What follows belongs to an exercise in optimizing a design on an open flow for small area and a short achievable clock period; a production flow would make more cautious choices.
At most, simulation tests tie the RTL to the original design; equivalence was not proved.
Power figures rest on the tool's default switching activity, not on a simulated workload.

==> inputs of job 1917 <==
// mul32
module mul32 (
   input  logic        clk,
   input  logic        rst,
   input  logic        is_signed,
   input  logic [31:0] src,
   input  logic [31:0] sink,
   output logic [63:0] dest
);
clock: 6.5 ns
lec_check: 0
cap_margin: 20
core_margin: 2
core_utilization: 40
cts_cluster_diameter: 100
cts_cluster_size: 25
setup_slack_margin: 4.05
slew_margin: 20
synth_hierarchical: 1
synth_minimum_keep_size: 0
run.sh (not shown) runs the stock make flow with config.mk's settings and CLKGATE_MAP_FILE= SYNTH_SCRIPT=/design/flow/synth_recipe.tcl, a recipe that flattens the netlist after the stock synthesis.
==> inputs of job 9874, as changes to job 1917 <==
--- a/flow/config.mk
+++ b/flow/config.mk
@@ -8,9 +8,7 @@
 export CAP_MARGIN = 20
 export CORE_MARGIN = 2
 export CORE_UTILIZATION = 40
-export CTS_CLUSTER_DIAMETER = 100
-export CTS_CLUSTER_SIZE = 25
-export SETUP_SLACK_MARGIN = 4.05
+export SETUP_SLACK_MARGIN = 4.2
 export SLEW_MARGIN = 20
 export SYNTH_HIERARCHICAL = 1
 export SYNTH_MINIMUM_KEEP_SIZE = 0
==> inputs of job 548, as changes to job 1917 <==
--- a/flow/config.mk
+++ b/flow/config.mk
@@ -7,9 +7,8 @@
 export LEC_CHECK = 0
 export CAP_MARGIN = 20
 export CORE_MARGIN = 2
-export CORE_UTILIZATION = 40
-export CTS_CLUSTER_DIAMETER = 100
-export CTS_CLUSTER_SIZE = 25
+export CORE_UTILIZATION = 55
+export PLACE_DENSITY = 0.65
 export SETUP_SLACK_MARGIN = 4.05
 export SLEW_MARGIN = 20
 export SYNTH_HIERARCHICAL = 1
==> summary of the runs <==
The highest final cell count belongs to job 9874, the lowest to job 548. Against job 9874, the critical path depth of job 548 is higher by 3. Non-clock buffer count, highest first: job 9874, job 1917, job 548. Against job 548, the global-route usage of job 9874 is lower by 8.8 points. In synthesized cell count, job 548 and job 9874 do not differ. In job 548 the die area is smaller than in job 9874, by 27%. Wire length: job 9874 is smaller than job 548 (0.31%). In job 9874 the clock power is higher than in job 548, by about 12%.

========
==> run Y: inputs <==
mul32, a different RTL version from the one above (not shown whole).
Design mul32, start of the top module:
module mul32 (
   input  logic        clk,
   input  logic        rst,
   input  logic        is_signed,
   input  logic [31:0] src,
   input  logic [31:0] sink,
   output logic [63:0] dest
);
==> flow/config.mk <==
export PLATFORM = sky130hd
export DESIGN_NAME = mul32
export DESIGN_NICKNAME = mul32
export VERILOG_FILES = /design/flow/design.v
export SDC_FILE = /design/flow/constraint.sdc
export NUM_CORES = 4
export LEC_CHECK = 0
export CAP_MARGIN = 20
export CORE_MARGIN = 2
export CORE_UTILIZATION = 40
export SETUP_SLACK_MARGIN = 3.6
export SLEW_MARGIN = 20
export SYNTH_HIERARCHICAL = 1
export SYNTH_MINIMUM_KEEP_SIZE = 0
==> flow/constraint.sdc <==
create_clock -name core_clock -period 6.5 [get_ports {clk}]
set_input_delay 1.3000 -clock core_clock [delete_from_list [all_inputs] [get_ports {clk}]]
set_output_delay 1.3000 -clock core_clock [all_outputs]
set_load 0.01 [all_outputs]
==> run Z: changes against run Y <==
- CTS_BUF_LIST: not set -> sky130_fd_sc_hd__clkbuf_8
- CTS_CLUSTER_SIZE: not set -> 20
==> run notes <==
Status: run Y timing/DRC/antenna clean; run Z timing/DRC/antenna clean
Worst Hold Launch: run Y r2_cs[8]; run Z r2_cs[221]
Required arrival time at the worst endpoint: run Y 6990 ps; run Z 7080 ps
Power of the clock network: run Y 3370 uW; run Z 3430 uW
Reg-to-reg critical path startpoint: run Y r_neg[7]; run Z r_a[24]
Final cell count without fillers: run Y 4404; run Z 4459
Relative slew slack: run Y 43.0%; run Z 43.3%
Post-route cell area: run Y 0.0399 mm^2; run Z 0.0399 mm^2
Sw Share: run Y 42.6%; run Z 42.7%
H-tree levels: run Y 2; run Z 3
Clock tree cell share of total cell area: run Y 4.98%; run Z 5.21%
Internal cell power: run Y 10800 uW; run Z 10800 uW
Max Freq: run Y 0.348 GHz; run Z 0.347 GHz
Peak supply drop: run Y 0.266 mV; run Z 0.190 mV
Leakage power figure: run Y 0.0163 uW; run Z 0.0167 uW
Met3 Use GR: run Y 5.94%; run Z 6.73%
Post-cts resize count: run Y 34; run Z 94
Pin slew with the least headroom to its limit: run Y 855 ps; run Z 851 ps
Clk Tree Root Cell: run Y sky130_fd_sc_hd__clkbuf_16; run Z sky130_fd_sc_hd__clkbuf_8
Multi-input gate area: run Y 0.0238 mm^2; run Z 0.0238 mm^2
Critical path's largest stage delay: run Y 520 ps; run Z 650 ps
Proportion of layout cells with a drive suffix above 1: run Y 9.05%; run Z 10.3%
Average vias per placed instance: run Y 5.54; run Z 5.49
Critical Path AT: run Y 3370 ps; run Z 3460 ps

========
==> inputs of sierra <==
Another version of the RTL of mul32 (not shown whole).
export LEC_CHECK = 0
export CAP_MARGIN = 20
export CORE_MARGIN = 2
export CORE_UTILIZATION = 40
export SETUP_SLACK_MARGIN = 4.05
export SLEW_MARGIN = 20
export SYNTH_HIERARCHICAL = 1
export SYNTH_MINIMUM_KEEP_SIZE = 0
create_clock -name core_clock -period 6.5 [get_ports {clk}]
==> violet: changes against sierra <==
SETUP_SLACK_MARGIN = 3.95   (was 4.05)
==> summary of the runs <==
- Routed wire length: sierra is larger than violet (0.25%).
- Via count: violet is lower than sierra (about 0.35%).
- Clock-buffer cell count is the same in violet and sierra.
- In register-to-register slack, violet and sierra hardly differ.
- Between violet and sierra, the lower sequential share of layout area is in violet (gap 0.10 points).
- Synthesized cell count is the same in sierra and violet.
- Against sierra, the first-iteration DRC count of violet is smaller by 2.2%.
- In sequential power, sierra and violet hardly differ.
==> figures <==
quantity	sierra	violet
Leakage power	17.22 nW	17.23 nW
Data required time at the worst endpoint	6.95 ns	6.94 ns
Reported combinational group power	12.1 mW	11.9 mW
Net count of the finished layout	3897	3894
Fraction of the core area covered by cells at the end of the flow	0.4649	0.4655
Final total power	22.40 mW	22.29 mW
Wire length reported by the detailed router	108.9 mm	108.6 mm
Final worst path period need	2.527 ns	2.532 ns
Via-per-instance ratio	5.521	5.503
Switch Pwr	9.422 mW	9.389 mW
Final worst path period share	0.3887	0.3895
Outcome	timing/DRC/antenna clean	timing/DRC/antenna clean
Aggregate global-route resource usage	0.2330	0.2327
Met3 wire len	8.959 mm	8.599 mm
Routed length per instance	24.13 um	24.08 um
Worst slew slack as a fraction of its limit	0.3815	0.3842
Clock share of power	0.182	0.184
P per Cell Area	536.8 nW/um2	533.5 nW/um2
No functional check of the RTL was part of any run of this note.

========
==> wip/zinc <==
mul32, a different RTL version from the one above (not shown whole).
// mul32
module mul32 (
   input  logic        clk,
   input  logic        rst,
   input  logic        is_signed,
   input  logic [31:0] src,
   input  logic [31:0] sink,
   output logic [63:0] dest
);
   logic [31:0] r_a;
   logic        r_a_s;
   logic [15:0] r_neg, r_one, r_two;
   logic [15:0] e_neg, e_one, e_two;
   logic [32:0] e_b;
   assign e_b = {sink, 1'b0};
   always_comb begin
      for (int i = 0; i < 16; i++) begin
         e_neg[i] = e_b[2*i+2] & ~(e_b[2*i+1] & e_b[2*i]);
         e_one[i] = e_b[2*i+1] ^ e_b[2*i];
         e_two[i] = (e_b[2*i+2] & ~e_b[2*i+1] & ~e_b[2*i]) | (~e_b[2*i+2] & e_b[2*i+1] & e_b[2*i]);
      end
   end
   logic        r_b16;
   logic        r_k1, r_k2, r_k3;
   logic [225:0] r2_cs;
   logic [123:0] r3_cs;
   logic [63:0] w_x, w_y, w_sum;
   logic [63:0] r_dest;
   logic x0_0;
   logic x0_1;
   logic x0_2;
   logic x0_3;
   logic x0_4;
   logic x0_5;
   logic x0_6;
   logic x0_7;
   logic x0_8;
   logic x0_9;
   logic x0_10;
   logic x0_11;
   logic x0_12;
   logic x0_13;
   logic x0_14;
   logic x0_15;
   logic x0_16;
   logic x0_17;
   logic x0_18;
   logic x0_19;
   logic x0_20;
   logic x0_21;
   logic x0_22;
   logic x0_23;
   logic x0_24;
   logic x0_25;
   logic x0_26;
   logic x0_27;
   logic x0_28;
   logic x0_29;
  ...
clock: 6.5 ns
lec_check: 0
cap_margin: 20
core_margin: 2
core_utilization: 40
setup_slack_margin: 4.0
slew_margin: 20
synth_hierarchical: 1
synth_minimum_keep_size: 0
==> wip/raven (differences from wip/zinc) <==
- CORE_UTILIZATION: 40 -> 65
- PLACE_DENSITY: not set -> 0.75
- SETUP_SLACK_MARGIN: 4.0 -> 3.6
==> wip/onyx (differences from wip/zinc) <==
- SETUP_SLACK_MARGIN: 4.0 -> 3.6
==> comparison table <==
metric	wip/raven	wip/onyx	wip/zinc
Outcome	finished clean	finished clean	finished clean
DP Area	37,260 um^2	37,790 um^2	37,770 um^2
Maximum vdd drop	0.0004681 V	0.0002461 V	0.0002500 V
Switching share of total power	45.11%	44.09%	44.12%
Power consumed by sequential cells	5040 uW	5060 uW	5250 uW
Setup clock skew after layout	0.02623 ns	0.02637 ns	0.01796 ns
LEAKAGE	0.01751 uW	0.01744 uW	0.01898 uW
Cell Int Power	11,340 uW	10,980 uW	12,210 uW
Util after Layout	76.49%	47.19%	53.38%
Required time at the worst-slack endpoint	7.00 ns	7.06 ns	7.02 ns
Tap cell count	688	1,155	1,155
Setup crit end	r2_cs[34]$_DFF_P_	r_dest[51]$_SDFF_PP0_	r2_cs[119]$_DFF_P_
Combined area of the multi-input logic cells	24,490 um^2	24,500 um^2	27,520 um^2
Final worst-path cycle share	45.84%	44.72%	43.20%
Total Power	20,660 uW	19,630 uW	21,850 uW
Filler Cells Inserted	3,390	8,037	7,208
Number of nets in the finished design	3,879	3,869	4,006
Tot GR Track Use	40.83%	24.61%	27.47%
Relative slew slack	32.82%	36.17%	57.81%
Most common cell after layout, fill and taps aside	sky130_fd_sc_hd__xor2_1	sky130_fd_sc_hd__xor2_1	sky130_fd_sc_hd__a22o_1
Clock network power share	15.5%	15.8%	15.6%
Flop pwr share	24.4%	25.8%	24.0%
Rows	84	108	108
Met1 layer usage reported by global route	51.31%	34.12%	35.33%
Maximum number of pins on one net before global-route repair	36	43	61
Function was not checked in any run of this note: the RTL went through the layout flow alone.

========
==> fjord: inputs <==
RTL: one of the versions met above, not the one the previous note started from.
export LEC_CHECK = 0
export CAP_MARGIN = 20
export CORE_MARGIN = 2
export CORE_UTILIZATION = 40
export CTS_CLUSTER_DIAMETER = 100
export CTS_CLUSTER_SIZE = 25
export SETUP_SLACK_MARGIN = 4.12
export SLEW_MARGIN = 20
export SYNTH_HIERARCHICAL = 1
export SYNTH_MINIMUM_KEEP_SIZE = 0
create_clock -name core_clock -period 6.5 [get_ports {clk}]
==> inputs of garnet, as changes to fjord <==
CTS_CLUSTER_DIAMETER = 130   (was 100)
CTS_CLUSTER_SIZE = 32   (was 25)
SETUP_SLACK_MARGIN = 4.05   (was 4.12)
==> comparison <==
In synthesized area, fjord and garnet do not differ. Against garnet, the via count of fjord is larger by about 1.2%. In synthesized cell count, fjord and garnet do not differ. Between garnet and fjord, the lower routed wire length is in garnet (gap about 0.8%, measured against fjord).

========
==> run a: inputs <==
Starting RTL as in the previous note.
Design mul32, start of the top module:
module mul32 (
   input  logic        clk,
   input  logic        rst,
   input  logic        is_signed,
   input  logic [31:0] src,
   input  logic [31:0] sink,
   output logic [63:0] dest
);
clock: 6.5 ns
lec_check: 0
cap_margin: 20
core_margin: 2
core_utilization: 40
cts_cluster_diameter: 100
cts_cluster_size: 30
setup_slack_margin: 4.05
slew_margin: 20
synth_hierarchical: 1
synth_minimum_keep_size: 0
==> run b: changes against run a <==
--- a/flow/config.mk
+++ b/flow/config.mk
@@ -10,4 +10,2 @@
 export CORE_UTILIZATION = 40
-export CTS_CLUSTER_DIAMETER = 100
-export CTS_CLUSTER_SIZE = 30
 export SETUP_SLACK_MARGIN = 4.05
==> comparison table <==
| item | run b | run a |
|---|---|---|
| Average wire per cell in the routed design | 24.4 µm | 24.4 µm |
| Count of vias placed by the detailed router | 24300 | 23800 |
| First-pass iteration count of the detailed router | 6 | 5 |
| Fraction of standard cell area in multi-input logic | 56.7% | 58.9% |
| Sequential cell area share | 28.9% | 30.0% |
| Total wirelength of the detailed-routed design | 108 mm | 106 mm |
| Worst IR drop on VDD | 0.248 mV | 0.245 mV |
| Final critical delay including setup and external delays | 2.42 ns | 2.43 ns |
| Clock share of power | 19.2% | 10.9% |
| Number of buffers created by CTS | 69 | 27 |
| Met1 layer wirelength in the final routing | 48.3 mm | 47.8 mm |
| Diode count | 0 | 1 |
| Final clock skew | 0.0273 ns | 0.0313 ns |
| Power in sequential cells | 6.19 mW | 6.18 mW |
| Launch point of the critical path | r_a[14] | r_a[13] |
| Worst reg2reg endpoint | r2_cs[58] | r2_cs[98] |
| Delay of the slowest cell on the worst path | 0.48 ns | 0.52 ns |
| Non-clock buffer area fraction after layout | 3.94% | 4.21% |
| Via count of the first global-routing pass | 24900 | 24400 |
| Run status | timing/DRC/antenna clean | timing/DRC/antenna clean |
| Met1 Usage GRT | 33.5% | 33.3% |
| Wire length of the first global-routing pass | 159 mm | 157 mm |
| Fraction of layout cells with a size suffix above 1 | 14.1% | 12.5% |
| Part of the total power dissipated in combinational logic | 52.6% | 58.1% |

========
==> inputs of 06-10 <==
Starting RTL as in the previous note.
export LEC_CHECK = 0
export CAP_MARGIN = 20
export CORE_MARGIN = 2
export CORE_UTILIZATION = 40
export CTS_CLUSTER_DIAMETER = 60
export CTS_CLUSTER_SIZE = 30
export SETUP_SLACK_MARGIN = 4.05
export SLEW_MARGIN = 20
export SYNTH_HIERARCHICAL = 1
export SYNTH_MINIMUM_KEEP_SIZE = 0
create_clock -name core_clock -period 6.5 [get_ports {clk}]
==> 11-19 (differences from 06-10) <==
CTS_CLUSTER_DIAMETER = 100   (was 60)
CTS_CLUSTER_SIZE = 25   (was 30)
TNS_END_PERCENT = 30   (was default)
==> 05-15 (differences from 06-10) <==
CAP_MARGIN = 5   (was 20)
CTS_CLUSTER_DIAMETER = 100   (was 60)
CTS_CLUSTER_SIZE = 25   (was 30)
SLEW_MARGIN = 5   (was 20)
==> qor summary <==
item	11-19	06-10	05-15
Status	timing/DRC/antenna clean	timing/DRC/antenna clean	timing/DRC/antenna clean
Sequential cell fraction of total power	31.4%	29.5%	31.4%
Total number of vias	23,900	24,100	24,000
Fraction of power consumed by combinational cells	57.6%	54.3%	57.6%
Minimum hold slack	333 ps	331 ps	333 ps
Capture point of the critical path	dest[31]	r2_cs[191]	dest[31]
PnR worst setup slack	4070 ps	4080 ps	4070 ps
Layout cell share with drive strength beyond 1	10.9%	12.9%	11.4%
Tot Pwr	19,700 µW	21,000 µW	19,700 µW
Number of cells on the worst reg-to-reg path	5	3	3
Quantity of gates resized following cts	352	340	356
Vias per cell	5.49	5.49	5.51
Area taken by flip-flops and latches	0.0120 mm²	0.0120 mm²	0.0120 mm²
Commonest non-fill, non-tap cell in the layout	a22o_1	dfxtp_1	a22o_1
Detailed Routing Iterations Pass 1	6	8	5
Crit path depth	1	3	1
Final Util	45.2%	46.4%	45.3%
Endpoint arrival time on the critical path	1130 ps	2920 ps	1130 ps
Reported net switching power	8570 µW	9090 µW	8580 µW
Critical path type	reg2out	reg2reg	reg2out
Final std cell area, no fill	0.0399 mm²	0.0410 mm²	0.0400 mm²
Non-clock buffers	195	198	196

-- re-timing with driven ports --
In the flow no input, the clock included, has a driving cell. The finished layouts below were timed again as built, in two steps. Step 1, drivers: a clkbuf_16 drives clk and a buf_2 each remaining input, both assumed. Step 2 times the ports against the registers' clock, not the clock port: input delays grow and output delays shrink by t, the midpoint of the rising clock arrivals with the driver on. a / b / c = ideal ports / drivers / drivers and shift; a / b = the first two.
run	shift t [ns]	setup slack, ns	clock arrival spread, ns
job 1917	0.687	4.065 / 4.003 / 3.679	0.032 / 0.032
job 9874	0.679	4.099 / 4.038 / 3.814	0.037 / 0.037
job 548	0.659	4.011 / 4.011 / 3.643	0.038 / 0.039
run Y	0.686	3.623 / 3.613 / 3.386	0.031 / 0.030
run Z	0.762	3.618 / 3.618 / 3.391	0.034 / 0.034
sierra	0.671	3.973 / 3.973 / 3.608	0.030 / 0.030
violet	0.673	3.968 / 3.930 / 3.600	0.029 / 0.029
wip/zinc	0.706	3.692 / 3.692 / 3.356	0.024 / 0.024
wip/raven	0.682	3.520 / 3.520 / 3.210	0.031 / 0.031
wip/onyx	0.704	3.593 / 3.593 / 3.247	0.027 / 0.027
fjord	0.688	4.067 / 4.003 / 3.674	0.030 / 0.031
garnet	0.662	4.081 / 4.017 / 3.680	0.025 / 0.024
run a	0.684	4.070 / 4.017 / 3.685	0.032 / 0.031
run b	0.681	4.080 / 4.023 / 3.667	0.034 / 0.033
06-10	0.682	4.077 / 4.024 / 3.678	0.046 / 0.046
11-19	0.687	4.069 / 4.004 / 3.679	0.030 / 0.030
05-15	0.687	4.065 / 4.003 / 3.679	0.032 / 0.032
After both steps setup and hold are still met in every run listed. For run b, which loses most, drivers alone change the setup slack by -0.057 ns; drivers and shift together by -0.413 ns.
